Background: an optimization exercise with open tools, aiming at small area, a short achievable clock period and few clock cycles per item. Do not read the settings as production practice.
Where RTL was checked, it was by simulation tests only, not by an equivalence proof against the original.
Power and IR drop assume default switching activity.

## ble_ad_structure_parser
module ble_ad_structure_parser (
   input  logic             clock,
   input  logic             reset,
   input  logic             req_valid,
   output logic             req_stall,
   input  logic [16:0]      req_data,    
   output logic             rsp_valid,
   input  logic             rsp_stall,
   output logic [78:0]      rsp_data,    
   input  logic             csr_valid,
   output logic             csr_ready,
   input  logic [7:0]       csr_data
);
For scale: roughly 210 flip-flops, roughly 110 I/O pins.
Settings: LEC_CHECK=0, CAP_MARGIN=20, CORE_MARGIN=2, CORE_UTILIZATION=40, CTS_BUF_LIST=sky130_fd_sc_hd__clkbuf_16, CTS_CLUSTER_DIAMETER=100, CTS_CLUSTER_SIZE=25, SETUP_SLACK_MARGIN=2.8, SLEW_MARGIN=20, SYNTH_HIERARCHICAL=1, SYNTH_MINIMUM_KEEP_SIZE=0; clock period 5.5 ns.
standard.sh (not shown) runs the stock make flow with config.mk's settings and CLKGATE_MAP_FILE= SYNTH_SCRIPT=/design/flow/synth_recipe.tcl, a recipe that flattens the netlist after the stock synthesis.
==> flow/flow/run.sh <==
#!/bin/bash
# Standard layout, with the port buffers inserted before placement made of
# sky130_fd_sc_hd__buf_2 cells instead of the buffer buffer_ports picks by
# default, and without the adder-extraction step in synthesis (ABC maps the
# arithmetic as plain gates).
set -euo pipefail
export BUFFER_PORTS_ARGS="-buffer_cell sky130_fd_sc_hd__buf_2"
export ADDER_MAP_FILE=
bash standard.sh > standard_flow.log 2>&1
The starting point went through all stages and came out clean.
Then changed:
--- a/flow/config.mk
+++ b/flow/config.mk
@@ -7,0 +8 @@
+export ABC_AREA = 1
@@ -14 +15 @@
-export SETUP_SLACK_MARGIN = 2.8
+export SETUP_SLACK_MARGIN = 3.0
The new run ran to the end with no violations.
Hold slack is worse by 0.0079 ns.
Area after synthesis came out lower by a few percent.
Wire length falls by a few percent.
Clock-buffer cell count is unchanged.
Sequential power is about the same.
Worst setup slack gets better by 0.060 ns.
Design area increases by a few percent.
Clock skew goes down by 0.017 ns.
Combinational power goes up by about a fifth.
Cell count rose by about a fifth.
No functional check of the RTL was part of any run of this note.

ble_ad_structure_parser, a different RTL version from the one above (not shown whole).
Size in the first run: roughly 1300 cells after synthesis, roughly 200 flip-flops, roughly 110 I/O pins, roughly 0.011 mm^2 of cells after synthesis.
clock: 5.5 ns
lec_check: 0
abc_area: 1
cap_margin: 20
core_margin: 2
core_utilization: 40
cts_buf_list: sky130_fd_sc_hd__clkbuf_8 sky130_fd_sc_hd__clkbuf_16
cts_cluster_diameter: 80
cts_cluster_size: 20
setup_slack_margin: 2.9
slew_margin: 20
synth_hierarchical: 1
synth_minimum_keep_size: 0
Scripts as last shown in full above: flow/flow/run.sh
The first run went through all stages and came out clean.
Testbench counts at the start, summed over its fixed seeds: cycles 94,479, bytes 91,371.
Rerun with:
- CORE_UTILIZATION: 40 -> 55
- CTS_BUF_LIST: sky130_fd_sc_hd__clkbuf_8 sky130_fd_sc_hd__clkbuf_16 -> sky130_fd_sc_hd__clkbuf_16
- CTS_CLUSTER_DIAMETER: 80 -> 100
- CTS_CLUSTER_SIZE: 20 -> 25
Final area falls slightly. Utilization goes up by 17 points. First-iteration DRC count is higher by about a fifth. Wire length is lower by a few percent. Setup slack got worse by 0.024 ns. Sequential power barely changes.

## rev 12
ble_ad_structure_parser, a different RTL version from the one above (not shown whole).
Size: about 1,000 cells after synthesis, roughly 110 I/O pins, roughly 11,000 um2 of cells after synthesis.
clock: 5.5 ns
lec_check: 0
cap_margin: 20
core_margin: 2
core_utilization: 40
cts_buf_list: sky130_fd_sc_hd__clkbuf_16
cts_cluster_diameter: 100
cts_cluster_size: 25
setup_slack_margin: 3.0
slew_margin: 20
synth_hierarchical: 1
synth_minimum_keep_size: 0
Scripts as last shown in full above: flow/flow/run.sh
Rev 12 closes out successfully: all stages finished, all timing, DRC and antenna checks passed.
Testbench counts of rev 12, summed over its fixed seeds: cycles 94,479, bytes 91,371.
--- input diff rev 12..rev 13 ---
-- flow/config.mk --
<<< rev 12, line 14
export SETUP_SLACK_MARGIN = 3.0
>>> rev 13, line 14
export SETUP_SLACK_MARGIN = 2.8
--- outcome ---
A launching element of the worst setup path of u_front.q_ff[27] is what rev 12 shows, while u_front.in_first belongs to rev 13.
Rev 13 | status: complete | timing, DRC, antenna: pass
Compared with rev 12, rev 13 has extra setup slack.
In the flow results for rev 13 and rev 12, the data arrival at the endpoint of the critical path is larger on rev 12.
Detailed-routed wire length on met3 grows by more than 10% when moving from rev 12 to rev 13.
Between rev 12 and rev 13, the insertion delay to the later sink of the worst-skew pair figures differ only marginally.

before:
Another version of the RTL of ble_ad_structure_parser (not shown whole).
Size: roughly 210 flip-flops, roughly 110 I/O pins, roughly 11,000 um^2 of cells after synthesis.
clock: 5.5 ns
lec_check: 0
cap_margin: 20
core_margin: 2
core_utilization: 40
setup_slack_margin: 3.0
slew_margin: 20
run.sh (not shown) runs the stock make flow with config.mk's settings and CLKGATE_MAP_FILE= SYNTH_SCRIPT=/design/flow/synth_recipe.tcl, a recipe that flattens the netlist after the stock synthesis.
Stock flow here: none of the scripts above is used.
before reached the end of the flow, and the finished layout is clean on the timing, DRC and antenna checks.
Here is what was changed in the inputs of after compared with before.
Settings: putting ABC_AREA at 1 where nothing was set; swapping 3.0 for 2.5 in SETUP_SLACK_MARGIN.
Results
On area enclosed by the die boundary, the lower figure sits with before, not after. Per the comparison of after with before, overall fraction of global-route tracks in use shrank by 0.89 points, number of global-route vias before repair went up by 155, wire length of the first global-routing pass down about 3.6%, area growth from synthesis to layout now sits lower. Re summed area of non-filler cells in the final layout: after is about 8% down on before. Number of cells on the critical path: after lower than before. Critical-path cell with the highest stage delay: sky130_fd_sc_hd__or4b_1 -> before, sky130_fd_sc_hd__edfxtp_1 -> after. The post-layout instance count excluding filler cells of after is higher than that of before. The xor and xnor fraction of the mapped netlist area of after is lower than that of before. In after, the die span in y came out 0.51% above the value in before. Against before, after reports a final setup slack of the worst path that is lower.
No functional check of the RTL was part of any run of this note.

Another version of the RTL of ble_ad_structure_parser (not shown whole).
Size in the first run: roughly 1,200 cells after synthesis, ~210 flip-flops, about 110 I/O pins, ~0.011 mm^2 of cells after synthesis.
export LEC_CHECK = 0
export ABC_AREA = 1
export CAP_MARGIN = 20
export CORE_MARGIN = 2
export CORE_UTILIZATION = 40
export CTS_BUF_LIST = sky130_fd_sc_hd__clkbuf_16
export CTS_CLUSTER_DIAMETER = 100
export CTS_CLUSTER_SIZE = 25
export SETUP_SLACK_MARGIN = 2.8
export SLEW_MARGIN = 20
export SYNTH_HIERARCHICAL = 1
export SYNTH_MINIMUM_KEEP_SIZE = 0
create_clock -name core_clock -period 5.5 [get_ports {clock}]
standard.sh (not shown) runs the stock make flow with config.mk's settings and CLKGATE_MAP_FILE= SYNTH_SCRIPT=/design/flow/synth_recipe.tcl, a recipe that flattens the netlist after the stock synthesis.
Scripts as last shown in full above: flow/flow/run.sh
Testbench counts at the start, summed over its fixed seeds: cycles 94,479, bytes 91,371.
Change:
ABC_AREA = unset   (was 1)
GPL_TIMING_DRIVEN = 0   (was unset)
Wire length is higher by about 11%.
Total power is higher by about 1.1%.
Clock-buffer cell count stays the same.
Setup slack loses 0.032 ns.
Flip-flop and latch count stays the same.
Change:
ABC_AREA = 1   (was unset)
GPL_TIMING_DRIVEN = unset   (was 0)
SETUP_SLACK_MARGIN = 3.0   (was 2.8)
What happened: The changed run finished clean; sequential power barely changes; register-to-register slack improves by 0.24 ns; maximum frequency increases by a few percent; wire length decreases by roughly a tenth; final area decreases by a few percent; global-route usage decreases by 1.5 points; count of clock-buffer cells in the layout does not change; power decreases by a few percent; worst hold slack degrades by 0.0043 ns.

## v23
ble_ad_structure_parser with an RTL version that a note above also has.
Size in the first run: ~1300 cells after synthesis, roughly 200 flip-flops, roughly 110 I/O pins.
Design ble_ad_structure_parser, start of the top module:
module ble_ad_structure_parser (
   input  logic             clock,
   input  logic             reset,
   input  logic             req_valid,
   output logic             req_stall,
   input  logic [16:0]      req_data,    
   output logic             rsp_valid,
   input  logic             rsp_stall,
   output logic [78:0]      rsp_data,    
   input  logic             csr_valid,
   output logic             csr_ready,
   input  logic [7:0]       csr_data
);
==> flow/config.mk <==
export PLATFORM = sky130hd
export DESIGN_NAME = ble_ad_structure_parser
export DESIGN_NICKNAME = ble_ad_structure_parser
export VERILOG_FILES = /design/flow/design.v
export SDC_FILE = /design/flow/constraint.sdc
export NUM_CORES = 4
export LEC_CHECK = 0
export ABC_AREA = 1
export CAP_MARGIN = 20
export CORE_MARGIN = 2
export CORE_UTILIZATION = 40
export CTS_BUF_LIST = sky130_fd_sc_hd__clkbuf_16
export CTS_CLUSTER_DIAMETER = 100
export CTS_CLUSTER_SIZE = 25
export SETUP_SLACK_MARGIN = 3.0
export SLEW_MARGIN = 20
export SYNTH_HIERARCHICAL = 1
export SYNTH_MINIMUM_KEEP_SIZE = 0
==> flow/constraint.sdc <==
create_clock -name core_clock -period 5.5 [get_ports {clock}]
set_input_delay 1.1000 -clock core_clock [delete_from_list [all_inputs] [get_ports {clock}]]
set_output_delay 1.1000 -clock core_clock [all_outputs]
set_load 0.01 [all_outputs]
Scripts as last shown in full above: flow/flow/run.sh
Testbench counts of v23, summed over its fixed seeds: cycles 94,479, bytes 91,371.
### v23 -> v38
diff --git a/flow/config.mk b/flow/config.mk
--- a/flow/config.mk
+++ b/flow/config.mk
@@ -15 +15 @@
-export SETUP_SLACK_MARGIN = 3.0
+export SETUP_SLACK_MARGIN = 2.9
==> results.txt <==
| slew at the pin closest to its max-slew limit | higher: v23 |
From v23 to v38 the numbers moved as follows: clock group share of total power increased by 1.0 points relative to the old numbers, fmax shows an increase of 0.011 GHz, detailed placement HPWL dropped about 0.56%, portion of the clock cycle consumed by the worst path in the final layout -1.3 points.
Taking v23 as the reference, in v38 violation count after the first detailed-route iteration -100; critical path depth -1.
> inputs changed (v38 -> v45)
diff --git a/flow/config.mk b/flow/config.mk
--- a/flow/config.mk
+++ b/flow/config.mk
@@ -15 +15 @@
-export SETUP_SLACK_MARGIN = 2.9
+export SETUP_SLACK_MARGIN = 2.95
v38 → v45: number of buffers and inverters on the critical path higher, amount of wire on met2 after detailed routing higher, net switching share of the total power higher, number of endpoints failing setup at the final stage roughly the same, reported net switching power lower.
Both conditions hold for v45: the flow ran to the end and the final layout passed the timing, DRC and antenna checks.
Post-detailed-route via-to-cell ratio, v45 vs v38: down slightly
Relative to v45, the following input files were edited for v21:
diff --git a/flow/config.mk b/flow/config.mk
--- a/flow/config.mk
+++ b/flow/config.mk
@@ -14,2 +14,2 @@
-export CTS_CLUSTER_SIZE = 25
-export SETUP_SLACK_MARGIN = 2.95
+export CTS_CLUSTER_SIZE = 30
+export SETUP_SLACK_MARGIN = 2.9
### Flow results
Per the comparison of v21 with v45, power density over the cells has increased; relative area change from synthesis to final layout went down 0.50 points. When v21 is set beside v45, its layout buffer count excluding clock buffers turns out to be 10 smaller. Sort v21 and v45 by maximum frequency asc -> top: v45.

Starting RTL as in the previous note.
// ble_ad_structure_parser
module ble_ad_structure_parser (
   input  logic             clock,
   input  logic             reset,
   input  logic             req_valid,
   output logic             req_stall,
   input  logic [16:0]      req_data,    
   output logic             rsp_valid,
   input  logic             rsp_stall,
   output logic [78:0]      rsp_data,    
   input  logic             csr_valid,
   output logic             csr_ready,
   input  logic [7:0]       csr_data
);
   logic [7:0] limit_ff;
   always_ff @(posedge clock) begin
      if (reset) limit_ff <= bap_pkg::NameLimitReset;
      else if (csr_valid && csr_ready) limit_ff <= csr_data;
   end
   bap_front u_front (.clock(clock), .reset(reset), .req_valid(req_valid),
                      .req_stall(req_stall), .req_data(req_data), .csr_ready(csr_ready),
                      .name_limit(limit_ff), .rsp_valid(rsp_valid), .rsp_stall(rsp_stall),
                      .rsp_data(rsp_data));
endmodule
Settings: LEC_CHECK=0, ABC_AREA=1, CAP_MARGIN=20, CORE_MARGIN=2, CORE_UTILIZATION=40, CTS_BUF_LIST=sky130_fd_sc_hd__clkbuf_16, CTS_CLUSTER_DIAMETER=100, CTS_CLUSTER_SIZE=25, SETUP_SLACK_MARGIN=3.1, SLEW_MARGIN=20, SYNTH_HIERARCHICAL=1, SYNTH_MINIMUM_KEEP_SIZE=0; clock period 5.5 ns.
Scripts as last shown in full above: flow/flow/run.sh
Testbench counts at the start, summed over its fixed seeds: cycles 94,479, bytes 91,371.
Then changed:
- SETUP_SLACK_MARGIN: 3.1 -> 2.8
Effect: Worst setup slack got worse by 0.091 ns. Critical path depth stays the same. Power is about the same. Design area drops by 4.4%. Sequential power hardly moves. Synthesized area is unchanged. Combinational power drops by about 9%. Core utilization drops by 2.2 points. Worst hold slack improved by 0.0065 ns.

Another version of the RTL of ble_ad_structure_parser (not shown whole).
Size: roughly 1000 cells after synthesis, ~210 flip-flops, roughly 110 I/O pins.
Settings: LEC_CHECK=0, CAP_MARGIN=20, CORE_MARGIN=2, CORE_UTILIZATION=40, CTS_BUF_LIST=sky130_fd_sc_hd__clkbuf_16, CTS_CLUSTER_DIAMETER=100, CTS_CLUSTER_SIZE=25, SETUP_SLACK_MARGIN=2.8, SLEW_MARGIN=20, SYNTH_HIERARCHICAL=1, SYNTH_MINIMUM_KEEP_SIZE=0; clock period 5.5 ns.
Scripts as last shown in full above: flow/flow/run.sh
The starting point passed the timing, DRC and antenna checks.
Change:
CTS_BUF_LIST = sky130_fd_sc_hd__clkbuf_4 sky130_fd_sc_hd__clkbuf_8   (was sky130_fd_sc_hd__clkbuf_16)
CTS_CLUSTER_DIAMETER = unset   (was 100)
CTS_CLUSTER_SIZE = unset   (was 25)
The new run finished clean. Worst setup slack improves by 0.035 ns. Combinational power barely changes. Count of clock-buffer cells in the layout grows by 42.
No run of this note included a check of the RTL's function; only the layout flow was run.

== build 27 ==
ble_ad_structure_parser with an RTL version that a note above also has.
For scale: about 1000 cells after synthesis, roughly 210 flip-flops.
Settings: LEC_CHECK=0, CAP_MARGIN=20, CORE_MARGIN=2, CORE_UTILIZATION=40, CTS_BUF_LIST=sky130_fd_sc_hd__clkbuf_8 sky130_fd_sc_hd__clkbuf_16, CTS_CLUSTER_DIAMETER=80, CTS_CLUSTER_SIZE=20, SETUP_SLACK_MARGIN=2.8, SLEW_MARGIN=20, SYNTH_HIERARCHICAL=1, SYNTH_MINIMUM_KEEP_SIZE=0; clock period 5.5 ns.
Scripts as last shown in full above: flow/flow/run.sh
Build 27 finished every step from synthesis to the final layout, and the layout passed the timing, DRC and antenna checks.
Testbench counts of build 27, summed over its fixed seeds: cycles 94,479, bytes 91,371.
#### Input delta (build 5 over build 27)
--- a/flow/config.mk
+++ b/flow/config.mk
@@ -10,5 +10,3 @@
 export CORE_UTILIZATION = 40
-export CTS_BUF_LIST = sky130_fd_sc_hd__clkbuf_8 sky130_fd_sc_hd__clkbuf_16
-export CTS_CLUSTER_DIAMETER = 80
-export CTS_CLUSTER_SIZE = 20
+export CTS_BUF_LIST = sky130_fd_sc_hd__clkbuf_4 sky130_fd_sc_hd__clkbuf_8
 export SETUP_SLACK_MARGIN = 2.8
### Flow results
Build 5 went all the way through the flow, and no timing, DRC or antenna check failed. Against build 27 as the reference, build 5 delivers a higher clock distribution area overhead in the final layout. Compared with build 27, in build 5 met1 track demand over resource in global routing lost 0.56 points; flip-flop and latch share of the layout cell area shrank by 0.74 points; number of gates given a new drive strength after cts has increased.
Modified inputs, build 58 compared to build 5
--- a/flow/config.mk
+++ b/flow/config.mk
@@ -10,3 +10,5 @@
 export CORE_UTILIZATION = 40
-export CTS_BUF_LIST = sky130_fd_sc_hd__clkbuf_4 sky130_fd_sc_hd__clkbuf_8
+export CTS_BUF_LIST = sky130_fd_sc_hd__clkbuf_16
+export CTS_CLUSTER_DIAMETER = 100
+export CTS_CLUSTER_SIZE = 25
 export SETUP_SLACK_MARGIN = 2.8
@@ -15 +17,2 @@
 export SYNTH_MINIMUM_KEEP_SIZE = 0
+export TNS_END_PERCENT = 20
Looking at layout cell share with drive strength beyond 1, build 58 sits 2.4 points lower than build 5 does. Relative to build 5, the total design power of build 58 is lower by about 11%. Routed wire length delta (build 5 -> build 58): insignificant. Part of the total power dissipated in combinational logic ended up 1.0 points higher on build 58 than on build 5. Taking build 5 as the reference, in build 58 count of nets after finishing down 1.5%; delay contributed by the slowest stage of the critical path down 0.06 ns. Between build 5 and build 58, the first-pass GRT wire length figures differ only marginally. Summary — setup slack, build 58 relative to build 5: lower, by 0.053 ns. Lower via count among build 58 and build 5: build 58. Area inside the core boundary: build 58 vs build 5 identical.
[inputs] build 83 vs build 58
--- a/flow/config.mk
+++ b/flow/config.mk
@@ -10,6 +10,4 @@
 export CORE_UTILIZATION = 40
-export CTS_BUF_LIST = sky130_fd_sc_hd__clkbuf_16
-export CTS_CLUSTER_DIAMETER = 100
-export CTS_CLUSTER_SIZE = 25
-export SETUP_SLACK_MARGIN = 2.8
+export CTS_BUF_LIST = sky130_fd_sc_hd__clkbuf_4 sky130_fd_sc_hd__clkbuf_8
+export SETUP_SLACK_MARGIN = 3.0
 export SLEW_MARGIN = 20
@@ -17,2 +15 @@
 export SYNTH_MINIMUM_KEEP_SIZE = 0
-export TNS_END_PERCENT = 20
## What came out
- Build 58 → build 83: combinational group power rose about 10%; fraction of met3 tracks used by global routing went up; routed wire length higher; number of vias in the routed layout moved up; maximum frequency shows a reduction of 2.0%.
- Build 83 vs build 58, first-pass GRT wire length went up by about 3.4%.
- When build 83 is set beside build 58, its count of cells resized by post-cts repair turns out to be 13 larger.
- Comparing build 58 and build 83, the lower fraction of layout instances using a drive strength above 1 is on build 58.
- Comparing build 58 and build 83, the higher overall power after layout is on build 83.
- Measured against each other, build 58 and build 83 differ in placed wire-length estimate, the higher figure coming from build 58.
- Build 83 leaves less setup margin than build 58.
### build 83 -> build 25
==> flow/flow/run.sh <==
#!/bin/bash
# Standard layout, with the port buffers inserted before placement made of
# sky130_fd_sc_hd__buf_2 cells instead of the buffer buffer_ports picks by default.
set -euo pipefail
export BUFFER_PORTS_ARGS="-buffer_cell sky130_fd_sc_hd__buf_2"
bash standard.sh > standard_flow.log 2>&1
--- a/flow/config.mk
+++ b/flow/config.mk
@@ -11,3 +11,3 @@
 export CTS_BUF_LIST = sky130_fd_sc_hd__clkbuf_4 sky130_fd_sc_hd__clkbuf_8
-export SETUP_SLACK_MARGIN = 3.0
+export SETUP_SLACK_MARGIN = 2.8
 export SLEW_MARGIN = 20
==> comparison <==
- Changes observed in build 25 relative to build 83: worst setup slack rose 0.055 ns; internal power consumption fell about 1.7%; DRC violations left about even; sum of internal, switching and leakage power fell about 3%; fill cell total of the finished layout rose about 4.6%.
#### Input delta (build 88 over build 25)
==> flow/flow/run.sh <==
#!/bin/bash
# Standard layout, with the port buffers inserted before placement made of
# sky130_fd_sc_hd__buf_2 cells instead of the buffer buffer_ports picks by
# default, and without the adder-extraction step in synthesis (ABC maps the
# arithmetic as plain gates).
set -euo pipefail
export BUFFER_PORTS_ARGS="-buffer_cell sky130_fd_sc_hd__buf_2"
export ADDER_MAP_FILE=
bash standard.sh > standard_flow.log 2>&1
--- a/flow/config.mk
+++ b/flow/config.mk
@@ -11,3 +11,3 @@
 export CTS_BUF_LIST = sky130_fd_sc_hd__clkbuf_4 sky130_fd_sc_hd__clkbuf_8
-export SETUP_SLACK_MARGIN = 2.8
+export SETUP_SLACK_MARGIN = 2.6
 export SLEW_MARGIN = 20
--- outcome ---
- Having completed the whole flow, build 88 delivered a layout that passed the timing, DRC and antenna checks.
- Against build 25 as the reference, build 88 delivers a lower leakage power figure.
- Diff build 25 -> build 88: final instance area lower; largest incremental delay on the critical path lower; area inside the core boundary lower; internal power of the cells lower.
- Relative to build 25, build 88 improves die footprint.
- Against build 25 as the reference, build 88 delivers a higher cell count of the worst reg-to-reg path.
- In the tables for build 25 and build 88, final routed wire length divided by cell count reads lower with build 25.

[separate check: timing with driven ports]
In the flow no input, the clock included, has a driving cell. The finished layouts below were timed again as built, in two steps.
Step 1: set_driving_cell puts a clkbuf_16 on clock and a buf_2 on each other input, an assumption about the parent block.
Step 2 adds t to the input delays and takes it off the output delays; t is the mean of the earliest and latest rising clock arrival at the registers after step 1. Input paths then give back, and output paths get back, about the clock's delay inside the block.
Slacks: ideal ports / drivers / drivers and shift; pairs: ideal ports / drivers.
| run | t (ns) | slack for setup (ns) | clock arrival spread, ns |
|---|---|---|---|
| the first run of note 1 | 0.529 | 2.794 / 2.742 / 2.374 | 0.045 / 0.044 |
| the second run of note 1 | 0.521 | 2.854 / 2.811 / 2.564 | 0.024 / 0.024 |
| the first run of note 2 | 0.476 | 2.953 / 2.916 / 2.541 | 0.012 / 0.012 |
| the second run of note 2 | 0.476 | 2.929 / 2.907 / 2.522 | 0.016 / 0.017 |
| rev 12 | 0.518 | 2.696 / 2.655 / 2.532 | 0.046 / 0.046 |
| rev 13 | 0.518 | 2.770 / 2.728 / 2.431 | 0.032 / 0.032 |
| before | 0.565 | 2.671 / 2.630 / 2.555 | 0.010 / 0.011 |
| after | 0.557 | 2.584 / 2.540 / 2.146 | 0.014 / 0.015 |
| the first run of note 5 | 0.512 | 2.856 / 2.807 / 2.402 | 0.017 / 0.017 |
| the second run of note 5 | 0.504 | 2.824 / 2.780 / 2.346 | 0.026 / 0.025 |
| the third run of note 5 | 0.512 | 2.914 / 2.870 / 2.559 | 0.030 / 0.030 |
| v23 | 0.469 | 2.880 / 2.829 / 2.489 | 0.012 / 0.012 |
| v38 | 0.476 | 2.953 / 2.916 / 2.541 | 0.012 / 0.012 |
| v45 | 0.476 | 2.871 / 2.825 / 2.534 | 0.013 / 0.013 |
| v21 | 0.476 | 2.953 / 2.916 / 2.541 | 0.012 / 0.012 |
| the first run of note 7 | 0.475 | 2.971 / 2.917 / 2.577 | 0.013 / 0.014 |
| the second run of note 7 | 0.473 | 2.880 / 2.852 / 2.427 | 0.021 / 0.021 |
| the first run of note 8 | 0.514 | 2.553 / 2.546 / 2.033 | 0.019 / 0.019 |
| the second run of note 8 | 0.563 | 2.588 / 2.577 / 2.014 | 0.017 / 0.018 |
| build 27 | 0.524 | 2.729 / 2.686 / 2.412 | 0.027 / 0.028 |
| build 5 | 0.549 | 2.755 / 2.714 / 2.422 | 0.018 / 0.018 |
| build 58 | 0.514 | 2.702 / 2.657 / 2.349 | 0.022 / 0.021 |
| build 83 | 0.569 | 2.644 / 2.603 / 2.513 | 0.025 / 0.024 |
| build 25 | 0.562 | 2.699 / 2.660 / 2.168 | 0.017 / 0.017 |
| build 88 | 0.569 | 2.726 / 2.682 / 2.233 | 0.026 / 0.025 |
After both steps setup and hold are still met in every run listed. For the second run of note 8, which loses most, drivers alone change the setup slack by -0.011 ns; drivers and shift together by -0.574 ns.
